From an optimization exercise on the open Yosys and OpenROAD flow, aimed at small area and a short achievable clock period; shortcuts taken in it are not production practice.
Only simulation tests tie the RTL to the original design; equivalence was not proved.
Power and IR drop assume default switching activity.

Setup of run A:
Design ifft_tf_mult, start of the top module:
module ifft_tf_mult #(
  parameter int DW   = 16,
  parameter int TW   = 12,
  parameter bit CONJ = 1'b1
) (
  input  logic                 clk,
  input  logic                 rst,
  input  logic                 in_valid,
  input  logic                 in_sop,
  input  logic                 in_tw_en,
  input  logic signed [DW-1:0] in_real,
  input  logic signed [DW-1:0] in_imag,
  output logic [2:0]           tf_addr,
  input  logic signed [TW-1:0] tf_real,
  input  logic signed [TW-1:0] tf_imag,
  output logic                 out_valid,
  output logic                 out_sop,
  output logic signed [DW-1:0] out_real,
  output logic signed [DW-1:0] out_imag,
  output logic                 ovf
);
Size: about 2200 cells after synthesis, about 290 flip-flops, roughly 99 I/O pins, roughly 23000 sq um of cells after synthesis.
Settings: LEC_CHECK=0, CAP_MARGIN=20, CORE_MARGIN=2, CORE_UTILIZATION=40, SETUP_SLACK_MARGIN=0, SLEW_MARGIN=20, SYNTH_HIERARCHICAL=1, SYNTH_MINIMUM_KEEP_SIZE=0; clock period 6.5 ns.
run.sh (not shown) runs the stock make flow with config.mk's settings and CLKGATE_MAP_FILE= SYNTH_SCRIPT=/design/flow/synth_recipe.tcl, a recipe that flattens the netlist after the stock synthesis.
Run A: PASS, flow complete, no timing, DRC or antenna violations
--- input diff run A..run B ---
# run A
export LEC_CHECK = 0
export CAP_MARGIN = 20
export CORE_MARGIN = 2
export CORE_UTILIZATION = 40
export SETUP_SLACK_MARGIN = 0
export SLEW_MARGIN = 20
export SYNTH_HIERARCHICAL = 1
export SYNTH_MINIMUM_KEEP_SIZE = 0
create_clock -name core_clock -period 6.5 [get_ports {clk}]
# run B
export LEC_CHECK = 0
export CAP_MARGIN = 20
export CORE_MARGIN = 2
export CORE_UTILIZATION = 40
export SETUP_SLACK_MARGIN = 3
export SLEW_MARGIN = 20
export SYNTH_HIERARCHICAL = 1
export SYNTH_MINIMUM_KEEP_SIZE = 0
create_clock -name core_clock -period 6.5 [get_ports {clk}]
## What came out
Run B against run A: clock distribution power decreased about 15%; total half-perimeter wirelength after legalization and detailed placement decreased by about 0.55% relative to the old numbers; worst setup slack after placement lower; average routed wire per standard cell rose by 4.6%. Diff run A -> run B: internal power contribution shrank by 4.4%, met2 track utilization from global routing shrank by 0.82 points, depth of the worst register-to-register path dropped 1. Compared with run A, run B shows a sequential fraction of total cell area that is 0.17 points lower. Going from run A to run B, routed wire length grew by a few percent. Cell area: run B vs run A up 2.8%. Run B vs. run A: via count went up by 625. Highest-delay cell along the critical path: dfxtp_1 -> run A, dfxtp_4 -> run B.

* * *

ifft_tf_mult, a different RTL version from the one above (not shown whole).
Size: about 2,400 cells after synthesis, roughly 430 flip-flops, ~99 I/O pins, about 27,000 sq um of cells after synthesis.
## ifft_tf_mult
module ifft_tf_mult #(
  parameter int DW   = 16,
  parameter int TW   = 12,
  parameter bit CONJ = 1'b1
) (
  input  logic                 clk,
  input  logic                 rst,
  input  logic                 in_valid,
  input  logic                 in_sop,
  input  logic                 in_tw_en,
  input  logic signed [DW-1:0] in_real,
  input  logic signed [DW-1:0] in_imag,
  output logic [2:0]           tf_addr,
  input  logic signed [TW-1:0] tf_real,
  input  logic signed [TW-1:0] tf_imag,
  output logic                 out_valid,
  output logic                 out_sop,
  output logic signed [DW-1:0] out_real,
  output logic signed [DW-1:0] out_imag,
  output logic                 ovf
);
Settings: LEC_CHECK=0, CAP_MARGIN=20, CORE_MARGIN=2, CORE_UTILIZATION=40, CTS_BUF_LIST=sky130_fd_sc_hd__clkbuf_8, CTS_CLUSTER_DIAMETER=50, CTS_CLUSTER_SIZE=16, SETUP_SLACK_MARGIN=4.2, SLEW_MARGIN=20, SYNTH_HIERARCHICAL=1, SYNTH_MINIMUM_KEEP_SIZE=0; clock period 6.5 ns.
standard.sh (not shown) runs the stock make flow with config.mk's settings and CLKGATE_MAP_FILE= SYNTH_SCRIPT=/design/flow/synth_recipe.tcl, a recipe that flattens the netlist after the stock synthesis.
==> flow/flow/run.sh <==
#!/bin/bash
# The standard layout, with the port buffers made of plain buf_2 cells instead of the
# delay-buffer cell buffer_ports picks by default. Every port still gets its own buffer.
set -euo pipefail
export BUFFER_PORTS_ARGS="-buffer_cell sky130_fd_sc_hd__buf_2"
bash standard.sh synth > synth.log 2>&1
bash standard.sh > layout.log 2>&1
The baseline completed with no timing, DRC or antenna violations.
Next try:
Settings changed: CORE_UTILIZATION 40 to 55, PLACE_DENSITY set to 0.7, SETUP_SLACK_MARGIN 4.2 to 4.0.
Worst hold slack is about the same.
Wire length shrinks by 7.8%.
Via count grows by 0.35%.
Cell area shrinks by 3.8%.
Next try:
Settings changed: CAP_MARGIN 20 to 5, SLEW_MARGIN 20 to 5.
Design area is unchanged.
Via count stays the same.
Worst hold slack is unchanged.
Wire length stays the same.
Count of clock-buffer cells in the layout does not change.
Worst setup slack does not change.
Cell count is unchanged.
Synthesized cell count is unchanged.
Fmax stays the same.
Total power does not change.
Global-route usage is unchanged.
Next try:
Settings changed: CAP_MARGIN 5 to 20, CORE_UTILIZATION 55 to 40, PLACE_DENSITY 0.7 to not set, SETUP_SLACK_MARGIN 4.0 to 3.8, SLEW_MARGIN 5 to 20.
What happened: The new run went through all stages and came out clean; total power is lower by 4.3%; fmax shrinks by 7.2%; global-route usage falls by 7.7 points; wire length rose by 2.7%; via count came out lower by about 2.3%; cell area goes down by 0.86%.
Next try:
Settings changed: CORE_UTILIZATION 40 to 65, PLACE_DENSITY set to 0.8, SETUP_SLACK_MARGIN 3.8 to 4.0.
What happened: Register-to-register slack is better by 0.22 ns. First-iteration DRC count grows by a quarter to a third. Setup slack is better by 0.22 ns.

* * *

ifft_tf_mult, a different RTL version from the one above (not shown whole).
Size: ~2500 cells after synthesis, about 460 flip-flops, roughly 99 I/O pins, about 27000 um2 of cells after synthesis.
==> flow/config.mk <==
export PLATFORM = sky130hd
export DESIGN_NAME = ifft_tf_mult
export DESIGN_NICKNAME = ifft_tf_mult
export VERILOG_FILES = /design/flow/design.v
export SDC_FILE = /design/flow/constraint.sdc
export NUM_CORES = 4
export LEC_CHECK = 0
export CAP_MARGIN = 20
export CORE_MARGIN = 2
export CORE_UTILIZATION = 40
export CTS_BUF_LIST = sky130_fd_sc_hd__clkbuf_8
export CTS_CLUSTER_DIAMETER = 50
export CTS_CLUSTER_SIZE = 16
export SETUP_SLACK_MARGIN = 4.3
export SLEW_MARGIN = 20
export SYNTH_HIERARCHICAL = 1
export SYNTH_MINIMUM_KEEP_SIZE = 0
==> flow/constraint.sdc <==
create_clock -name core_clock -period 6.5 [get_ports {clk}]
set_input_delay 1.3000 -clock core_clock [delete_from_list [all_inputs] [get_ports {clk}]]
set_output_delay 1.3000 -clock core_clock [all_outputs]
set_load 0.01 [all_outputs]
Scripts as last shown in full above: flow/flow/run.sh
The first run finished clean.
==> next run, changes <==
Settings changed: SETUP_SLACK_MARGIN 4.3 to 4.0.
Effect: The new run finished with timing, DRC and antenna clean; cell area drops by 2.5%; worst hold slack is about the same; power climbs by 1.6%; first-iteration DRC count climbs by 2.5%.

* * *

the baseline:
ifft_tf_mult, a different RTL version from the one above (not shown whole).
For scale: about 2300 cells after synthesis, about 430 flip-flops, roughly 99 I/O pins, ~26000 um2 of cells after synthesis.
clock: 6.5 ns
lec_check: 0
cap_margin: 20
core_margin: 2
core_utilization: 55
cts_buf_list: sky130_fd_sc_hd__clkbuf_16
cts_cluster_diameter: 50
cts_cluster_size: 16
place_density: 0.7
setup_slack_margin: 4.1
slew_margin: 60
synth_hierarchical: 1
synth_minimum_keep_size: 0
Scripts as last shown in full above: flow/flow/run.sh
The baseline did not stop at any stage, and its layout met the timing, DRC and antenna checks.
Here is what was changed in the inputs of the candidate compared with the baseline.
==> flow/run.sh (new file) <==
#!/bin/bash
# synth_recipe.tcl (not shown) runs the flow's synth.tcl, then flattens the netlist and writes it again
# the make line also repeats each setting of config.mk as NAME=value (left out here)
make -C /OpenROAD-flow-scripts/flow DESIGN_CONFIG=/design/flow/config.mk WORK_HOME=/design/flow/orfs CLKGATE_MAP_FILE= SYNTH_SCRIPT=/design/flow/synth_recipe.tcl finish
--- a/flow/config.mk
+++ b/flow/config.mk
@@ -11 +11 @@
-export CTS_BUF_LIST = sky130_fd_sc_hd__clkbuf_16
+export CTS_BUF_LIST = sky130_fd_sc_hd__clkbuf_8
@@ -15 +15 @@
-export SETUP_SLACK_MARGIN = 4.1
+export SETUP_SLACK_MARGIN = 3.6
removed: flow/flow/run.sh
removed: flow/standard.sh
==> run summary <==
A highest layer used for signal routing of met4 is what the candidate shows, while met5 belongs to the baseline. Going from the baseline to the candidate, first-pass GRT wire length now larger; maximum fanout along the worst path has decreased; signal arrival time at the worst endpoint decreased 1.42 ns; fraction of the cycle the final worst path needs saw an increase; met2 layer wire length in the routed design decreased about 0.46%. When the candidate is set beside the baseline, its clock-buffer cell count turns out to be 18% larger. The candidate against the baseline; count of plain and timing-repair buffers is down by more than a quarter. From the baseline to the candidate the numbers moved as follows: final core utilization has decreased, post-CTS setup buffer count -26, area overhead of the layout relative to synthesis shows a reduction of 2.3 points. On routed wire length, the baseline and the candidate are basically level.

* * *

Setup of build 98:
ifft_tf_mult, a different RTL version from the one above (not shown whole).
Size in the first run: ~390 flip-flops, about 25000 µm² of cells after synthesis.
clock: 6.5 ns
lec_check: 0
cap_margin: 20
core_margin: 2
core_utilization: 40
cts_buf_list: sky130_fd_sc_hd__clkbuf_8
setup_slack_margin: 3.5
slew_margin: 20
synth_hierarchical: 1
synth_minimum_keep_size: 0
run.sh (not shown) runs the stock make flow with config.mk's settings and CLKGATE_MAP_FILE= SYNTH_SCRIPT=/design/flow/synth_recipe.tcl, a recipe that flattens the netlist after the stock synthesis.
Stock flow here: none of the scripts above is used.
Build 98: full flow OK, the timing, DRC and antenna checks passed
Inputs modified between build 98 and build 79:
==> flow/flow/run.sh (new file) <==
#!/bin/bash
# The standard layout, with the port buffers made of plain buf_2 cells instead of the
# delay-buffer cell buffer_ports picks by default. Every port still gets its own buffer.
set -euo pipefail
export BUFFER_PORTS_ARGS="-buffer_cell sky130_fd_sc_hd__buf_2"
bash standard.sh synth > synth.log 2>&1
bash standard.sh > layout.log 2>&1
==> flow/standard.sh (new file) <==
#!/bin/bash
# synth_recipe.tcl (not shown) runs the flow's synth.tcl, then flattens the netlist and writes it again
# the make line also repeats each setting of config.mk as NAME=value (left out here)
make -C /OpenROAD-flow-scripts/flow DESIGN_CONFIG=/design/flow/config.mk WORK_HOME=/design/flow/orfs CLKGATE_MAP_FILE= SYNTH_SCRIPT=/design/flow/synth_recipe.tcl "${@:-finish}"
removed: flow/run.sh
### Flow results
Comparing build 98 and build 79, met2 wirelength from detailed routing is higher on build 79. [compare] base=build 98 new=build 79: worst hold slack fell 0.0044 ns, setup fix buffers added after clock tree synthesis now sits higher. Taking build 98 as the reference, in build 79 clock network fraction of total power has increased, post-cts repair resize count went up 10, fraction of standard cell area that is sequential rose 0.32 points, clock skew down 0.029 ns, total power rose by about 2.6%. When build 79 is measured against build 98, its number of buffers and inverters on the critical path turns out 1 higher. Compared to build 98, build 79 shows a wider setup margin.
Input-level comparison between build 50 and build 79:
# build 79
export LEC_CHECK = 0
export CAP_MARGIN = 20
export CORE_MARGIN = 2
export CORE_UTILIZATION = 40
export CTS_BUF_LIST = sky130_fd_sc_hd__clkbuf_8
export SETUP_SLACK_MARGIN = 3.5
export SLEW_MARGIN = 20
export SYNTH_HIERARCHICAL = 1
export SYNTH_MINIMUM_KEEP_SIZE = 0
create_clock -name core_clock -period 6.5 [get_ports {clk}]
# build 50
export LEC_CHECK = 0
export CAP_MARGIN = 20
export CORE_MARGIN = 2
export CORE_UTILIZATION = 40
export CTS_BUF_LIST = sky130_fd_sc_hd__clkbuf_4
export SETUP_SLACK_MARGIN = 3.5
export SLEW_MARGIN = 20
export SYNTH_HIERARCHICAL = 1
export SYNTH_MINIMUM_KEEP_SIZE = 0
create_clock -name core_clock -period 6.5 [get_ports {clk}]
==> flow/run.sh (new file) <==
#!/bin/bash
# synth_recipe.tcl (not shown) runs the flow's synth.tcl, then flattens the netlist and writes it again
# the make line also repeats each setting of config.mk as NAME=value (left out here)
make -C /OpenROAD-flow-scripts/flow DESIGN_CONFIG=/design/flow/config.mk WORK_HOME=/design/flow/orfs CLKGATE_MAP_FILE= SYNTH_SCRIPT=/design/flow/synth_recipe.tcl finish
removed: flow/flow/run.sh
removed: flow/standard.sh
==> comparison <==
Build 50 vs build 79: clock group share of total power down
Diff build 79 -> build 50: combinational share of power went up; final critical path time including I/O delays and setup picked up an extra 0.020 ns; proportion of cell area occupied by multi-input gates moved down; async set or reset register ratio after synthesis neither gained nor lost much; sum of met3 wire segment lengths after detailed routing up 4.0%.
Worst path setup slack after routing (build 50 over build 79): decrease, 0.020 ns
Die area came out exactly the same in build 79 and build 50.
Final antenna diode count: build 79 and build 50 compared, lower one is build 79
The clock-buffer cell count reported for build 50 is greater than that of build 79 by 55.
[inputs] build 62 vs build 50
# build 50
export LEC_CHECK = 0
export CAP_MARGIN = 20
export CORE_MARGIN = 2
export CORE_UTILIZATION = 40
export CTS_BUF_LIST = sky130_fd_sc_hd__clkbuf_4
export SETUP_SLACK_MARGIN = 3.5
export SLEW_MARGIN = 20
export SYNTH_HIERARCHICAL = 1
export SYNTH_MINIMUM_KEEP_SIZE = 0
create_clock -name core_clock -period 6.5 [get_ports {clk}]
# build 62
export LEC_CHECK = 0
export CAP_MARGIN = 20
export CORE_MARGIN = 2
export CORE_UTILIZATION = 40
export CTS_BUF_LIST = sky130_fd_sc_hd__clkbuf_8
export CTS_CLUSTER_DIAMETER = 60
export CTS_CLUSTER_SIZE = 24
export SETUP_SLACK_MARGIN = 3.5
export SLEW_MARGIN = 20
export SYNTH_HIERARCHICAL = 1
export SYNTH_MINIMUM_KEEP_SIZE = 0
create_clock -name core_clock -period 6.5 [get_ports {clk}]
--- outcome ---
Build 62: flow completed, timing, DRC and antenna clean. Of build 62 and build 50, it is build 62 that has the lower total CTS buffers. Build 62 vs build 50 on delay contributed by the slowest stage of the critical path: build 62 is the lower one. [compare] base=build 50 new=build 62: data required time at the worst endpoint lost 1.98 ns; first-pass detailed-route iteration total rose by 1; synthesized cell count closely matched the old numbers. When build 62 is set beside build 50, its via count turns out to be 2.4% smaller. Changes observed in build 62 relative to build 50: area of all placed cells without fillers dropped 1.7%; cell count dropped 4.0%; core utilization dropped 0.79 points.

* * *

## 08-20
Another version of the RTL of ifft_tf_mult (not shown whole).
Size: roughly 25000 um^2 of cells after synthesis.
Design ifft_tf_mult, start of the top module:
module ifft_tf_mult #(
  parameter int DW   = 16,
  parameter int TW   = 12,
  parameter bit CONJ = 1'b1
) (
  input  logic                 clk,
  input  logic                 rst,
  input  logic                 in_valid,
  input  logic                 in_sop,
  input  logic                 in_tw_en,
  input  logic signed [DW-1:0] in_real,
  input  logic signed [DW-1:0] in_imag,
  output logic [2:0]           tf_addr,
  input  logic signed [TW-1:0] tf_real,
  input  logic signed [TW-1:0] tf_imag,
  output logic                 out_valid,
  output logic                 out_sop,
  output logic signed [DW-1:0] out_real,
  output logic signed [DW-1:0] out_imag,
  output logic                 ovf
);
  logic [2:0] cnt_q, cnt_d;
  logic       use_unity;
  always_comb begin
    use_unity = !in_tw_en || in_sop;
    cnt_d     = cnt_q;
    if (in_valid) begin
      if (in_tw_en)
        cnt_d = (in_sop ? 3'd0 : cnt_q) + 3'd1;
      else if (in_sop)
        cnt_d = 3'd0;
    end
  end
  logic [11:0] tc, te;
  assign tc = use_unity ? 12'd1024 : tf_real;
  assign te = use_unity ? 12'd0 : tf_imag;
  logic        s1_valid_q, s1_sop_q;
  logic [15:0] s1_a_q, s1_b_q;
  logic [5:0]  s1_cn_q, s1_c1_q, s1_en_q, s1_e1_q;
  logic [4:0]  s1_c2_q, s1_e2_q;
  logic [5:0]  cn_d, c1_d, en_d, e1_d;
  logic [4:0]  c2_d, e2_d;
  assign cn_d[0] = tc[1];
  assign c1_d[0] = (tc[0] ^ 1'b0);
  assign c2_d[0] = ((tc[1] & ~tc[0] & ~1'b0) | (~tc[1] & tc[0] & 1'b0));
  assign cn_d[1] = tc[3];
  assign c1_d[1] = (tc[2] ^ tc[1]);
  assign c2_d[1] = ((tc[3] & ~tc[2] & ~tc[1]) | (~tc[3] & tc[2] & tc[1]));
  assign cn_d[2] = tc[5];
  assign c1_d[2] = (tc[4] ^ tc[3]);
  assign c2_d[2] = ((tc[5] & ~tc[4] & ~tc[3]) | (~tc[5] & tc[4] & tc[3]));
  assign cn_d[3] = tc[7];
  assign c1_d[3] = (tc[6] ^ tc[5]);
  ...
Settings: LEC_CHECK=0, CAP_MARGIN=20, CORE_MARGIN=2, CORE_UTILIZATION=40, SETUP_SLACK_MARGIN=3.5, SLEW_MARGIN=20, SYNTH_HIERARCHICAL=1, SYNTH_MINIMUM_KEEP_SIZE=0; clock period 6.5 ns.
Stock flow here: none of the scripts above is used.
--- input diff 08-20..02-05 ---
- SETUP_SLACK_MARGIN now 4.5, was 3.5
Notes after the runs:
- Compared 08-20 against 02-05; final period utilization within noise.
- Diff 02-05..08-20 | flop-to-flop setup slack | negligible
- Delta (02-05 minus 08-20): part of the total power dissipated in the clock network moved down; final cell utilization of the core moved up; cell area moved up.
- Relative to 08-20, fraction of area in registers decreased by 5.0 points in 02-05.
- 02-05 ends up with a number of iterations in the first detailed-routing pass that is 1 lower than in 08-20.
- ~same largest stage delay on the critical path in 02-05 and 08-20
- 02-05 against 08-20; first-iteration DRC count is up by more than 10%.
- As far as mux contribution to synthesized area goes, 08-20 and 02-05 are indistinguishable; the numbers are identical.
- Going from 08-20 to 02-05, the internal cell power was found to have gone up by 0.51 mW.

## static timing again, ports no longer ideal
The flow's constraints put no driver on any port. The routed layouts listed below were extracted and timed again, unchanged, in two steps. Step 1 sets driving cells, clkbuf_16 on the clock port and buf_2 on the other inputs (assumed; they add their load-dependent delay and slew). Step 2 moves the port delays by t, midway between the first and last clock arrival at a register: inputs arrive t later, outputs are due t later. That takes back most of the time a late clock gives input paths. Slacks: no drivers / after step 1 / after step 2; pairs: no drivers / after step 1.
run | t, ns | setup slack, ns | worst setup path at the end
run A | 0.600 | 2.392 / 2.392 / 2.392 | register to register
run B | 0.600 | 3.015 / 3.015 / 3.015 | register to register
the first run of note 2 | 0.728 | 3.922 / 3.915 / 3.899 | input to register
the second run of note 2 | 0.699 | 3.932 / 3.932 / 3.932 | register to register
the third run of note 2 | 0.699 | 3.932 / 3.932 / 3.932 | register to register
the fourth run of note 2 | 0.718 | 3.734 / 3.734 / 3.734 | register to register
the fifth run of note 2 | 0.709 | 3.953 / 3.927 / 3.878 | input to register
the first run of note 3 | 0.729 | 3.838 / 3.838 / 3.838 | register to register
the second run of note 3 | 0.722 | 3.806 / 3.806 / 3.806 | register to register
the baseline | 0.623 | 4.033 / 4.028 / 3.980 | input to register
the candidate | 0.706 | 3.654 / 3.597 / 3.579 | input to register
build 98 | 0.724 | 3.561 / 3.502 / 3.229 | input to register
build 79 | 0.722 | 3.568 / 3.568 / 3.568 | register to register
build 50 | 0.885 | 3.548 / 3.548 / 3.242 | input to register
build 62 | 0.670 | 3.576 / 3.518 / 3.202 | input to register
08-20 | 0.639 | 3.470 / 3.470 / 3.404 | input to register
02-05 | 0.642 | 3.473 / 3.473 / 3.473 | register to register
After both steps setup and hold are still met in every run listed. The setup slack of build 62, which loses most, moves by -0.058 ns with the drivers and by -0.374 ns with both steps.
